Context: an optimization exercise on an open-source flow, tuned for small area, a short achievable clock period and few clock cycles per item. The choices shown serve that exercise and are no tape-out recipe.
Only simulation tests tie the RTL to the original design; equivalence was not proved.
Power is estimated from default activity; no workload was simulated.

==> inputs of run a <==
## l2_coh_top
module l2_coh_top #(
    parameter bit COMB_D = 1'b1    
) (
    input  logic                             clk_i,
    input  logic                             rst_ni,
    input  logic [43:0]                      a_req_i,
    input  logic                             a_valid_i,
    output logic                             a_ready_o,
    output logic [39:0]                      b_probe_o,
    output logic                             b_valid_o,
    input  logic                             b_ready_i,
    input  logic [2:0]                       c_opcode_i,
    input  logic [5:0]                       c_source_i,
    input  logic                             c_valid_i,
    output logic                             c_ready_o,
    output logic [11:0]                      d_grant_o,
    output logic                             d_valid_o,
    input  logic                             d_ready_i,
    input  logic                             e_valid_i
);
Settings: LEC_CHECK=0, CAP_MARGIN=20, CORE_MARGIN=2, CORE_UTILIZATION=65, CTS_CLUSTER_DIAMETER=60, CTS_CLUSTER_SIZE=30, PLACE_DENSITY=0.75, SETUP_SLACK_MARGIN=3.45, SLEW_MARGIN=20; clock period 7.0 ns.
run.sh (not shown) runs the stock make flow with config.mk's settings and CLKGATE_MAP_FILE= SYNTH_SCRIPT=/design/flow/synth_recipe.tcl, a recipe that flattens the netlist after the stock synthesis.
==> inputs of run b, as changes to run a <==
--- a/flow/design.v
+++ b/flow/design.v
@@ -190,55 +190,44 @@
     logic        cur_popc_q, cur_ppar_q;
     logic [21:0] cur_wtag_q;
     logic [3:0]  cur_wsh_q;
     logic        cur_wown_q;
     logic        cur_blk_q, cur_ntob_q;
     logic [5:0]  cur_src_q;
-    logic [3:0]  lk_tgt_q;      
-    logic        g_blk_q, g_ntob_q;
-    logic [5:0]  g_src_q;
     logic [1:0]  rr_q, rr_eff;
-    logic        wr_go_q;
-    logic [3:0]  w_set_q;
-    logic [1:0]  w_way_q;
-    logic [21:0] w_tag_q;
-    logic [3:0]  w_sh_q;
-    logic        w_own_q;
-    logic        w_evict_q;
     logic [1:0]  lk_way;
     logic        lk_evict;
     logic [3:0]  lk_targets;
     logic [21:0] lk_ptag;
     logic        lk_popc, lk_ppar;
     logic [3:0]  lk_wsh;
     logic        lk_wown;
     logic        wr_pend;
     logic        a_fire, b_fire, d_fire;
     logic        load;
     logic [1:0]  dest;
-    logic [3:0]  b_oh, ack_oh, send_n, pend_n, send_d, pend_d, lk_tgt_d, b_src;
-    logic [1:0]  dest_q;                  
+    logic [3:0]  b_oh, ack_oh, send_n, pend_n, send_d, pend_d;
     logic        probes_done;
     logic [3:0]  acc_tgt;
     logic [1:0]  st_n;
     logic        row_ok_d, lk_d;
     logic        ar_idle_q, ar_wait_q;    
     logic        bl_idle_q, bl_wait_q;    
     logic        bp_q;                    
     logic        gr_q;                    
     logic        lv_any_q;                
     logic [1:0]  lv_id_q;                 
-    assign wr_pend = (st_q == PROBE) || (st_q == GRANT) || wr_go_q;
+    assign wr_pend = (st_q == PROBE) || (st_q == GRANT);
     l2_dir_store i_l2_dir_store (
         .clk_i, .rst_ni,
         .rd_set_i (a_req_i[9:6]),
         .rd_tag_o (rd_tag), .rd_sh_o (rd_sh), .rd_own_o (rd_own),
         .wr_pend_i(wr_pend),
-        .we_i     (wr_go_q),
-        .wr_set_i (w_set_q), .wr_way_i (w_way_q),
-        .wr_tag_i (w_tag_q), .wr_sh_i (w_sh_q), .wr_own_i (w_own_q)
+        .we_i     (d_fire),
+        .wr_set_i (cur_set_q), .wr_way_i (cur_way_q),
+        .wr_tag_i (cur_wtag_q), .wr_sh_i (cur_wsh_q), .wr_own_i (cur_wown_q)
     );
     always_ff @(posedge clk_i) begin
         rq_blk_q  <= a_req_i[43:41] == l2_coh_pkg::A_ACQUIRE_BLOCK;
         rq_perm_q <= a_req_i[43:41] == l2_coh_pkg::A_ACQUIRE_PERM;
         rq_ntob_q <= a_req_i[43:41] == l2_coh_pkg::A_ACQUIRE_BLOCK &&
                      a_req_i[40:38] == l2_coh_pkg::GROW_NTOB;
@@ -246,58 +235,55 @@
         rq_tag_q  <= a_req_i[31:10];
         rq_set_q  <= a_req_i[9:6];
         row_tag_q <= rd_tag;
         row_sh_q  <= rd_sh;
         row_own_q <= rd_own;
     end
-    assign rr_eff = (wr_pend && w_evict_q) ? rr_q + 2'd1 : rr_q;
+    assign rr_eff = (wr_pend && cur_evict_q) ? rr_q + 2'd1 : rr_q;
     l2_dir_lookup i_l2_dir_lookup (
         .tag_i (row_tag_q), .sh_i (row_sh_q), .own_i (row_own_q), .rr_i (rr_eff),
         .req_tag_i (rq_tag_q), .req_core_i (rq_src_q[5:4]),
         .ntob_i (rq_ntob_q), .perm_i (rq_perm_q),
         .way_o (lk_way), .evict_o (lk_evict), .targets_o (lk_targets),
         .ptag_o (lk_ptag), .popc_perm_o (lk_popc), .ppar_tob_o (lk_ppar),
         .wsh_o (lk_wsh), .wown_o (lk_wown)
     );
     assign a_ready_o = ar_idle_q || (ar_wait_q && e_valid_i);
     assign a_fire    = a_valid_i && a_ready_o;
-    assign load = row_ok_q && !lk_q && ((st_q != PROBE) || (send_q == 4'b0000));
-    assign dest      = dest_q;
+    assign load = row_ok_q && !lk_q && ((st_q == IDLE) || (st_q == WAIT_E) || d_fire);
+    assign dest      = send_q[0] ? 2'd0 : send_q[1] ? 2'd1 : send_q[2] ? 2'd2 : 2'd3;
     assign b_valid_o = bp_q || (a_valid_i && (bl_idle_q || (bl_wait_q && e_valid_i)));
     assign b_probe_o = {cur_popc_q ? l2_coh_pkg::B_PROBE_PERM : l2_coh_pkg::B_PROBE_BLOCK,
                         cur_ppar_q ? l2_coh_pkg::CAP_TO_B : l2_coh_pkg::CAP_TO_N,
                         cur_ptag_q, cur_set_q, 6'd0, dest};
     assign b_fire    = b_valid_o && b_ready_i;
     assign b_oh      = b_fire ? (4'b0001 << dest) : 4'b0000;
     assign c_ready_o = 1'b1;
     assign ack_oh    = (c_valid_i && c_opcode_i == l2_coh_pkg::C_PROBE_ACK) ?
                        (4'b0001 << c_source_i[5:4]) : 4'b0000;
     assign send_n    = send_q & ~b_oh;
     assign pend_n    = pend_q & ~ack_oh;
-    assign send_d    = a_fire ? (acc_tgt & ~b_oh) : send_n;
-    assign pend_d    = a_fire ? acc_tgt : pend_n;
-    assign lk_tgt_d  = load ? lk_targets : lk_tgt_q;
+    assign send_d    = load ? lk_targets : send_n;
+    assign pend_d    = load ? lk_targets : pend_n;
     assign probes_done = (send_n == 4'b0000) && (pend_n == 4'b0000);
     assign d_valid_o = gr_q ||
-                       (COMB_D && lv_any_q && c_valid_i && c_opcode_i[2] && !(c_opcode_i[1] || c_opcode_i[0]) &&
-                        !(c_source_i[5] ^ lv_id_q[1]) && !(c_source_i[4] ^ lv_id_q[0]));
-    assign d_grant_o = {g_blk_q ? l2_coh_pkg::D_GRANT_DATA : l2_coh_pkg::D_GRANT,
-                        g_ntob_q ? l2_coh_pkg::CAP_TO_B : l2_coh_pkg::CAP_TO_T,
-                        g_src_q};
+                       (COMB_D && lv_any_q && c_valid_i && c_opcode_i == l2_coh_pkg::C_PROBE_ACK &&
+                        c_source_i[5:4] == lv_id_q);
+    assign d_grant_o = {cur_blk_q ? l2_coh_pkg::D_GRANT_DATA : l2_coh_pkg::D_GRANT,
+                        cur_ntob_q ? l2_coh_pkg::CAP_TO_B : l2_coh_pkg::CAP_TO_T,
+                        cur_src_q};
     assign d_fire    = d_valid_o && d_ready_i;
-    assign acc_tgt = lk_q ? lk_tgt_q : lk_targets;
+    assign acc_tgt = lk_q ? pend_q : lk_targets;
     always_ff @(posedge clk_i or negedge rst_ni) begin
         if (!rst_ni) begin
             st_q     <= IDLE;
             row_ok_q <= 1'b0;
             lk_q     <= 1'b0;
             send_q   <= '0;
             pend_q   <= '0;
-            lk_tgt_q <= '0;
             rr_q     <= '0;
-            wr_go_q  <= 1'b0;
             ar_idle_q <= 1'b0;
             ar_wait_q <= 1'b0;
             bl_idle_q <= 1'b0;
             bl_wait_q <= 1'b0;
             bp_q     <= 1'b0;
             gr_q     <= 1'b0;
@@ -305,24 +291,22 @@
             lv_id_q  <= '0;
         end else begin
             row_ok_q <= row_ok_d;
             lk_q     <= lk_d;
             ar_idle_q <= row_ok_d && st_n == IDLE;
             ar_wait_q <= row_ok_d && st_n == WAIT_E;
-            bl_idle_q <= row_ok_d && st_n == IDLE && lk_d && lk_tgt_d != 4'b0000;
-            bl_wait_q <= row_ok_d && st_n == WAIT_E && lk_d && lk_tgt_d != 4'b0000;
+            bl_idle_q <= row_ok_d && st_n == IDLE && lk_d && send_d != 4'b0000;
+            bl_wait_q <= row_ok_d && st_n == WAIT_E && lk_d && send_d != 4'b0000;
             bp_q     <= st_n == PROBE && send_d != 4'b0000;
             gr_q     <= st_n == GRANT;
             lv_any_q <= st_n == PROBE && send_d == 4'b0000 &&
                         (pend_d == 4'b0001 || pend_d == 4'b0010 || pend_d == 4'b0100 || pend_d == 4'b1000);
             lv_id_q  <= {pend_d[3] | pend_d[2], pend_d[3] | pend_d[1]};
             send_q <= send_d;
             pend_q <= pend_d;
-            lk_tgt_q <= lk_tgt_d;
-            wr_go_q <= d_fire;
-            if (wr_go_q && w_evict_q) begin
+            if (d_fire && cur_evict_q) begin
                 rr_q <= rr_q + 2'd1;
             end
             st_q   <= st_n;
         end
     end
     always_comb begin
@@ -341,44 +325,15 @@
             default: begin
                 if (a_fire)         st_n = (acc_tgt != 4'b0000) ? PROBE : GRANT;
                 else if (e_valid_i) st_n = IDLE;
             end
         endcase
     end
-    assign b_src    = (st_n == PROBE) ? send_d : lk_tgt_d;
-    always_ff @(posedge clk_i) begin
-        dest_q <= b_src[0] ? 2'd0 : b_src[1] ? 2'd1 : b_src[2] ? 2'd2 : 2'd3;
-    end
     assign row_ok_d = a_valid_i && !a_fire;
     assign lk_d     = !a_fire && (lk_q || load);
     always_ff @(posedge clk_i) begin
-        if (a_fire) begin
-            if (lk_q) begin
-                w_set_q   <= cur_set_q;
-                w_way_q   <= cur_way_q;
-                w_tag_q   <= cur_wtag_q;
-                w_sh_q    <= cur_wsh_q;
-                w_own_q   <= cur_wown_q;
-                w_evict_q <= cur_evict_q;
-                g_blk_q   <= cur_blk_q;
-                g_ntob_q  <= cur_ntob_q;
-                g_src_q   <= cur_src_q;
-            end else begin
-                w_set_q   <= rq_set_q;
-                w_way_q   <= lk_way;
-                w_tag_q   <= rq_tag_q;
-                w_sh_q    <= lk_wsh;
-                w_own_q   <= lk_wown;
-                w_evict_q <= lk_evict;
-                g_blk_q   <= rq_blk_q;
-                g_ntob_q  <= rq_ntob_q;
-                g_src_q   <= rq_src_q;
-            end
-        end
-    end
-    always_ff @(posedge clk_i) begin
         if (load) begin
             cur_set_q   <= rq_set_q;
             cur_way_q   <= lk_way;
             cur_evict_q <= lk_evict;
             cur_ptag_q  <= lk_ptag;
             cur_popc_q  <= lk_popc;
==> flow/flow/run.sh (new file) <==
#!/bin/bash
# The standard layout, with the port buffers made of plain buffers
# (buf_4) instead of the delay cells buffer_ports picks by default.
set -euo pipefail
export BUFFER_PORTS_ARGS="-buffer_cell sky130_fd_sc_hd__buf_4"
bash standard.sh finish > standard.log 2>&1
==> flow/standard.sh (new file) <==
#!/bin/bash
# synth_recipe.tcl (not shown) runs the flow's synth.tcl, then flattens the netlist and writes it again
# the make line also repeats each setting of config.mk as NAME=value (left out here)
make -C /OpenROAD-flow-scripts/flow DESIGN_CONFIG=/design/flow/config.mk WORK_HOME=/design/flow/orfs CLKGATE_MAP_FILE= SYNTH_SCRIPT=/design/flow/synth_recipe.tcl "${@:-finish}"
- CORE_UTILIZATION: 65 -> 55
- PLACE_DENSITY: 0.75 -> 0.7
- SETUP_SLACK_MARGIN: 3.45 -> 3.5
removed: flow/run.sh
==> inputs of run c, as changes to run a <==
--- a/flow/design.v
+++ b/flow/design.v
@@ -213,13 +213,12 @@
     logic        lk_wown;
     logic        wr_pend;
     logic        a_fire, b_fire, d_fire;
     logic        load;
     logic [1:0]  dest;
     logic [3:0]  b_oh, ack_oh, send_n, pend_n, send_d, pend_d, lk_tgt_d, b_src;
-    logic [1:0]  dest_q;                  
     logic        probes_done;
     logic [3:0]  acc_tgt;
     logic [1:0]  st_n;
     logic        row_ok_d, lk_d;
     logic        ar_idle_q, ar_wait_q;    
     logic        bl_idle_q, bl_wait_q;    
@@ -258,13 +257,14 @@
         .ptag_o (lk_ptag), .popc_perm_o (lk_popc), .ppar_tob_o (lk_ppar),
         .wsh_o (lk_wsh), .wown_o (lk_wown)
     );
     assign a_ready_o = ar_idle_q || (ar_wait_q && e_valid_i);
     assign a_fire    = a_valid_i && a_ready_o;
     assign load = row_ok_q && !lk_q && ((st_q != PROBE) || (send_q == 4'b0000));
-    assign dest      = dest_q;
+    assign b_src     = (st_q == PROBE) ? send_q : lk_tgt_q;
+    assign dest      = b_src[0] ? 2'd0 : b_src[1] ? 2'd1 : b_src[2] ? 2'd2 : 2'd3;
     assign b_valid_o = bp_q || (a_valid_i && (bl_idle_q || (bl_wait_q && e_valid_i)));
     assign b_probe_o = {cur_popc_q ? l2_coh_pkg::B_PROBE_PERM : l2_coh_pkg::B_PROBE_BLOCK,
                         cur_ppar_q ? l2_coh_pkg::CAP_TO_B : l2_coh_pkg::CAP_TO_N,
                         cur_ptag_q, cur_set_q, 6'd0, dest};
     assign b_fire    = b_valid_o && b_ready_i;
     assign b_oh      = b_fire ? (4'b0001 << dest) : 4'b0000;
@@ -341,16 +341,12 @@
             default: begin
                 if (a_fire)         st_n = (acc_tgt != 4'b0000) ? PROBE : GRANT;
                 else if (e_valid_i) st_n = IDLE;
             end
         endcase
     end
-    assign b_src    = (st_n == PROBE) ? send_d : lk_tgt_d;
-    always_ff @(posedge clk_i) begin
-        dest_q <= b_src[0] ? 2'd0 : b_src[1] ? 2'd1 : b_src[2] ? 2'd2 : 2'd3;
-    end
     assign row_ok_d = a_valid_i && !a_fire;
     assign lk_d     = !a_fire && (lk_q || load);
     always_ff @(posedge clk_i) begin
         if (a_fire) begin
             if (lk_q) begin
                 w_set_q   <= cur_set_q;
==> inputs of run d, as changes to run a <==
--- a/flow/design.v
+++ b/flow/design.v
@@ -190,55 +190,44 @@
     logic        cur_popc_q, cur_ppar_q;
     logic [21:0] cur_wtag_q;
     logic [3:0]  cur_wsh_q;
     logic        cur_wown_q;
     logic        cur_blk_q, cur_ntob_q;
     logic [5:0]  cur_src_q;
-    logic [3:0]  lk_tgt_q;      
-    logic        g_blk_q, g_ntob_q;
-    logic [5:0]  g_src_q;
     logic [1:0]  rr_q, rr_eff;
-    logic        wr_go_q;
-    logic [3:0]  w_set_q;
-    logic [1:0]  w_way_q;
-    logic [21:0] w_tag_q;
-    logic [3:0]  w_sh_q;
-    logic        w_own_q;
-    logic        w_evict_q;
     logic [1:0]  lk_way;
     logic        lk_evict;
     logic [3:0]  lk_targets;
     logic [21:0] lk_ptag;
     logic        lk_popc, lk_ppar;
     logic [3:0]  lk_wsh;
     logic        lk_wown;
     logic        wr_pend;
     logic        a_fire, b_fire, d_fire;
     logic        load;
     logic [1:0]  dest;
-    logic [3:0]  b_oh, ack_oh, send_n, pend_n, send_d, pend_d, lk_tgt_d, b_src;
-    logic [1:0]  dest_q;                  
+    logic [3:0]  b_oh, ack_oh, send_n, pend_n, send_d, pend_d;
     logic        probes_done;
     logic [3:0]  acc_tgt;
     logic [1:0]  st_n;
     logic        row_ok_d, lk_d;
     logic        ar_idle_q, ar_wait_q;    
     logic        bl_idle_q, bl_wait_q;    
     logic        bp_q;                    
     logic        gr_q;                    
     logic        lv_any_q;                
     logic [1:0]  lv_id_q;                 
-    assign wr_pend = (st_q == PROBE) || (st_q == GRANT) || wr_go_q;
+    assign wr_pend = (st_q == PROBE) || (st_q == GRANT);
     l2_dir_store i_l2_dir_store (
         .clk_i, .rst_ni,
         .rd_set_i (a_req_i[9:6]),
         .rd_tag_o (rd_tag), .rd_sh_o (rd_sh), .rd_own_o (rd_own),
         .wr_pend_i(wr_pend),
-        .we_i     (wr_go_q),
-        .wr_set_i (w_set_q), .wr_way_i (w_way_q),
-        .wr_tag_i (w_tag_q), .wr_sh_i (w_sh_q), .wr_own_i (w_own_q)
+        .we_i     (d_fire),
+        .wr_set_i (cur_set_q), .wr_way_i (cur_way_q),
+        .wr_tag_i (cur_wtag_q), .wr_sh_i (cur_wsh_q), .wr_own_i (cur_wown_q)
     );
     always_ff @(posedge clk_i) begin
         rq_blk_q  <= a_req_i[43:41] == l2_coh_pkg::A_ACQUIRE_BLOCK;
         rq_perm_q <= a_req_i[43:41] == l2_coh_pkg::A_ACQUIRE_PERM;
         rq_ntob_q <= a_req_i[43:41] == l2_coh_pkg::A_ACQUIRE_BLOCK &&
                      a_req_i[40:38] == l2_coh_pkg::GROW_NTOB;
@@ -246,58 +235,55 @@
         rq_tag_q  <= a_req_i[31:10];
         rq_set_q  <= a_req_i[9:6];
         row_tag_q <= rd_tag;
         row_sh_q  <= rd_sh;
         row_own_q <= rd_own;
     end
-    assign rr_eff = (wr_pend && w_evict_q) ? rr_q + 2'd1 : rr_q;
+    assign rr_eff = (wr_pend && cur_evict_q) ? rr_q + 2'd1 : rr_q;
     l2_dir_lookup i_l2_dir_lookup (
         .tag_i (row_tag_q), .sh_i (row_sh_q), .own_i (row_own_q), .rr_i (rr_eff),
         .req_tag_i (rq_tag_q), .req_core_i (rq_src_q[5:4]),
         .ntob_i (rq_ntob_q), .perm_i (rq_perm_q),
         .way_o (lk_way), .evict_o (lk_evict), .targets_o (lk_targets),
         .ptag_o (lk_ptag), .popc_perm_o (lk_popc), .ppar_tob_o (lk_ppar),
         .wsh_o (lk_wsh), .wown_o (lk_wown)
     );
     assign a_ready_o = ar_idle_q || (ar_wait_q && e_valid_i);
     assign a_fire    = a_valid_i && a_ready_o;
-    assign load = row_ok_q && !lk_q && ((st_q != PROBE) || (send_q == 4'b0000));
-    assign dest      = dest_q;
+    assign load = row_ok_q && !lk_q && ((st_q == IDLE) || (st_q == WAIT_E) || d_fire);
+    assign dest      = send_q[0] ? 2'd0 : send_q[1] ? 2'd1 : send_q[2] ? 2'd2 : 2'd3;
     assign b_valid_o = bp_q || (a_valid_i && (bl_idle_q || (bl_wait_q && e_valid_i)));
     assign b_probe_o = {cur_popc_q ? l2_coh_pkg::B_PROBE_PERM : l2_coh_pkg::B_PROBE_BLOCK,
                         cur_ppar_q ? l2_coh_pkg::CAP_TO_B : l2_coh_pkg::CAP_TO_N,
                         cur_ptag_q, cur_set_q, 6'd0, dest};
     assign b_fire    = b_valid_o && b_ready_i;
     assign b_oh      = b_fire ? (4'b0001 << dest) : 4'b0000;
     assign c_ready_o = 1'b1;
     assign ack_oh    = (c_valid_i && c_opcode_i == l2_coh_pkg::C_PROBE_ACK) ?
                        (4'b0001 << c_source_i[5:4]) : 4'b0000;
     assign send_n    = send_q & ~b_oh;
     assign pend_n    = pend_q & ~ack_oh;
-    assign send_d    = a_fire ? (acc_tgt & ~b_oh) : send_n;
-    assign pend_d    = a_fire ? acc_tgt : pend_n;
-    assign lk_tgt_d  = load ? lk_targets : lk_tgt_q;
+    assign send_d    = load ? lk_targets : send_n;
+    assign pend_d    = load ? lk_targets : pend_n;
     assign probes_done = (send_n == 4'b0000) && (pend_n == 4'b0000);
     assign d_valid_o = gr_q ||
-                       (COMB_D && lv_any_q && c_valid_i && c_opcode_i[2] && !(c_opcode_i[1] || c_opcode_i[0]) &&
-                        !(c_source_i[5] ^ lv_id_q[1]) && !(c_source_i[4] ^ lv_id_q[0]));
-    assign d_grant_o = {g_blk_q ? l2_coh_pkg::D_GRANT_DATA : l2_coh_pkg::D_GRANT,
-                        g_ntob_q ? l2_coh_pkg::CAP_TO_B : l2_coh_pkg::CAP_TO_T,
-                        g_src_q};
+                       (COMB_D && lv_any_q && c_valid_i && c_opcode_i == l2_coh_pkg::C_PROBE_ACK &&
+                        c_source_i[5:4] == lv_id_q);
+    assign d_grant_o = {cur_blk_q ? l2_coh_pkg::D_GRANT_DATA : l2_coh_pkg::D_GRANT,
+                        cur_ntob_q ? l2_coh_pkg::CAP_TO_B : l2_coh_pkg::CAP_TO_T,
+                        cur_src_q};
     assign d_fire    = d_valid_o && d_ready_i;
-    assign acc_tgt = lk_q ? lk_tgt_q : lk_targets;
+    assign acc_tgt = lk_q ? pend_q : lk_targets;
     always_ff @(posedge clk_i or negedge rst_ni) begin
         if (!rst_ni) begin
             st_q     <= IDLE;
             row_ok_q <= 1'b0;
             lk_q     <= 1'b0;
             send_q   <= '0;
             pend_q   <= '0;
-            lk_tgt_q <= '0;
             rr_q     <= '0;
-            wr_go_q  <= 1'b0;
             ar_idle_q <= 1'b0;
             ar_wait_q <= 1'b0;
             bl_idle_q <= 1'b0;
             bl_wait_q <= 1'b0;
             bp_q     <= 1'b0;
             gr_q     <= 1'b0;
@@ -305,24 +291,22 @@
             lv_id_q  <= '0;
         end else begin
             row_ok_q <= row_ok_d;
             lk_q     <= lk_d;
             ar_idle_q <= row_ok_d && st_n == IDLE;
             ar_wait_q <= row_ok_d && st_n == WAIT_E;
-            bl_idle_q <= row_ok_d && st_n == IDLE && lk_d && lk_tgt_d != 4'b0000;
-            bl_wait_q <= row_ok_d && st_n == WAIT_E && lk_d && lk_tgt_d != 4'b0000;
+            bl_idle_q <= row_ok_d && st_n == IDLE && lk_d && send_d != 4'b0000;
+            bl_wait_q <= row_ok_d && st_n == WAIT_E && lk_d && send_d != 4'b0000;
             bp_q     <= st_n == PROBE && send_d != 4'b0000;
             gr_q     <= st_n == GRANT;
             lv_any_q <= st_n == PROBE && send_d == 4'b0000 &&
                         (pend_d == 4'b0001 || pend_d == 4'b0010 || pend_d == 4'b0100 || pend_d == 4'b1000);
             lv_id_q  <= {pend_d[3] | pend_d[2], pend_d[3] | pend_d[1]};
             send_q <= send_d;
             pend_q <= pend_d;
-            lk_tgt_q <= lk_tgt_d;
-            wr_go_q <= d_fire;
-            if (wr_go_q && w_evict_q) begin
+            if (d_fire && cur_evict_q) begin
                 rr_q <= rr_q + 2'd1;
             end
             st_q   <= st_n;
         end
     end
     always_comb begin
@@ -341,44 +325,15 @@
             default: begin
                 if (a_fire)         st_n = (acc_tgt != 4'b0000) ? PROBE : GRANT;
                 else if (e_valid_i) st_n = IDLE;
             end
         endcase
     end
-    assign b_src    = (st_n == PROBE) ? send_d : lk_tgt_d;
-    always_ff @(posedge clk_i) begin
-        dest_q <= b_src[0] ? 2'd0 : b_src[1] ? 2'd1 : b_src[2] ? 2'd2 : 2'd3;
-    end
     assign row_ok_d = a_valid_i && !a_fire;
     assign lk_d     = !a_fire && (lk_q || load);
     always_ff @(posedge clk_i) begin
-        if (a_fire) begin
-            if (lk_q) begin
-                w_set_q   <= cur_set_q;
-                w_way_q   <= cur_way_q;
-                w_tag_q   <= cur_wtag_q;
-                w_sh_q    <= cur_wsh_q;
-                w_own_q   <= cur_wown_q;
-                w_evict_q <= cur_evict_q;
-                g_blk_q   <= cur_blk_q;
-                g_ntob_q  <= cur_ntob_q;
-                g_src_q   <= cur_src_q;
-            end else begin
-                w_set_q   <= rq_set_q;
-                w_way_q   <= lk_way;
-                w_tag_q   <= rq_tag_q;
-                w_sh_q    <= lk_wsh;
-                w_own_q   <= lk_wown;
-                w_evict_q <= lk_evict;
-                g_blk_q   <= rq_blk_q;
-                g_ntob_q  <= rq_ntob_q;
-                g_src_q   <= rq_src_q;
-            end
-        end
-    end
-    always_ff @(posedge clk_i) begin
         if (load) begin
             cur_set_q   <= rq_set_q;
             cur_way_q   <= lk_way;
             cur_evict_q <= lk_evict;
             cur_ptag_q  <= lk_ptag;
             cur_popc_q  <= lk_popc;
- CORE_UTILIZATION: 65 -> 40
- PLACE_DENSITY: 0.75 -> 0.6
- SETUP_SLACK_MARGIN: 3.45 -> 3.5
==> comparison <==
- Combinational power: run b < run d < run a < run c.
- Between run d and run c, the lower core utilization is in run d (gap 26 points).
- The highest power belongs to run c, the lowest to run d.
- Cell area: run a < run b < run c < run d.
- Sequential power is about the same in run a and run c.
- In run b the clock skew is higher than in run a, by 0.0020 ns.
- Non-clock buffer count, lowest first: run a, run c, run b, run d.
- The highest hold slack belongs to run c, the lowest to run b.
- Synthesized area is about the same in run c and run a.
- The highest first-iteration DRC count belongs to run c, the lowest to run d.
Testbench counts of run a, summed over its fixed seeds: cycles 23,845, items 8,000.
Testbench counts of run b, summed over its fixed seeds: cycles 23,845, items 8,000.
Testbench counts of run c, summed over its fixed seeds: cycles 23,845, items 8,000.
Testbench counts of run d, summed over its fixed seeds: cycles 23,845, items 8,000.

re-timing with driven ports:
Ports are ideal in the flow. The routed layouts listed here were re-timed in OpenROAD.
Step 1 sets driving cells, clkbuf_16 on the clock port and buf_2 on the other inputs (assumed; they add their load-dependent delay and slew).
Step 2, shift: input delay + t, output delay - t, t = (earliest + latest rising clock arrival at the registers) / 2. This alone moves slack from input paths to output paths.
Slacks: ideal ports / drivers / drivers and shift; pairs: ideal ports / drivers.
run	shift t [ns]	setup slack, ns	cell pins on the clock port's net
run a	0.844	3.414 / 3.414 / 2.668	1
run b	0.851	3.388 / 3.355 / 2.594	1
run c	0.843	3.424 / 3.393 / 2.688	1
run d	0.865	3.316 / 3.275 / 2.587	1
After both steps every run listed still meets setup and hold. The setup slack of run b, which loses most, moves by -0.033 ns with the drivers and by -0.794 ns with both steps.
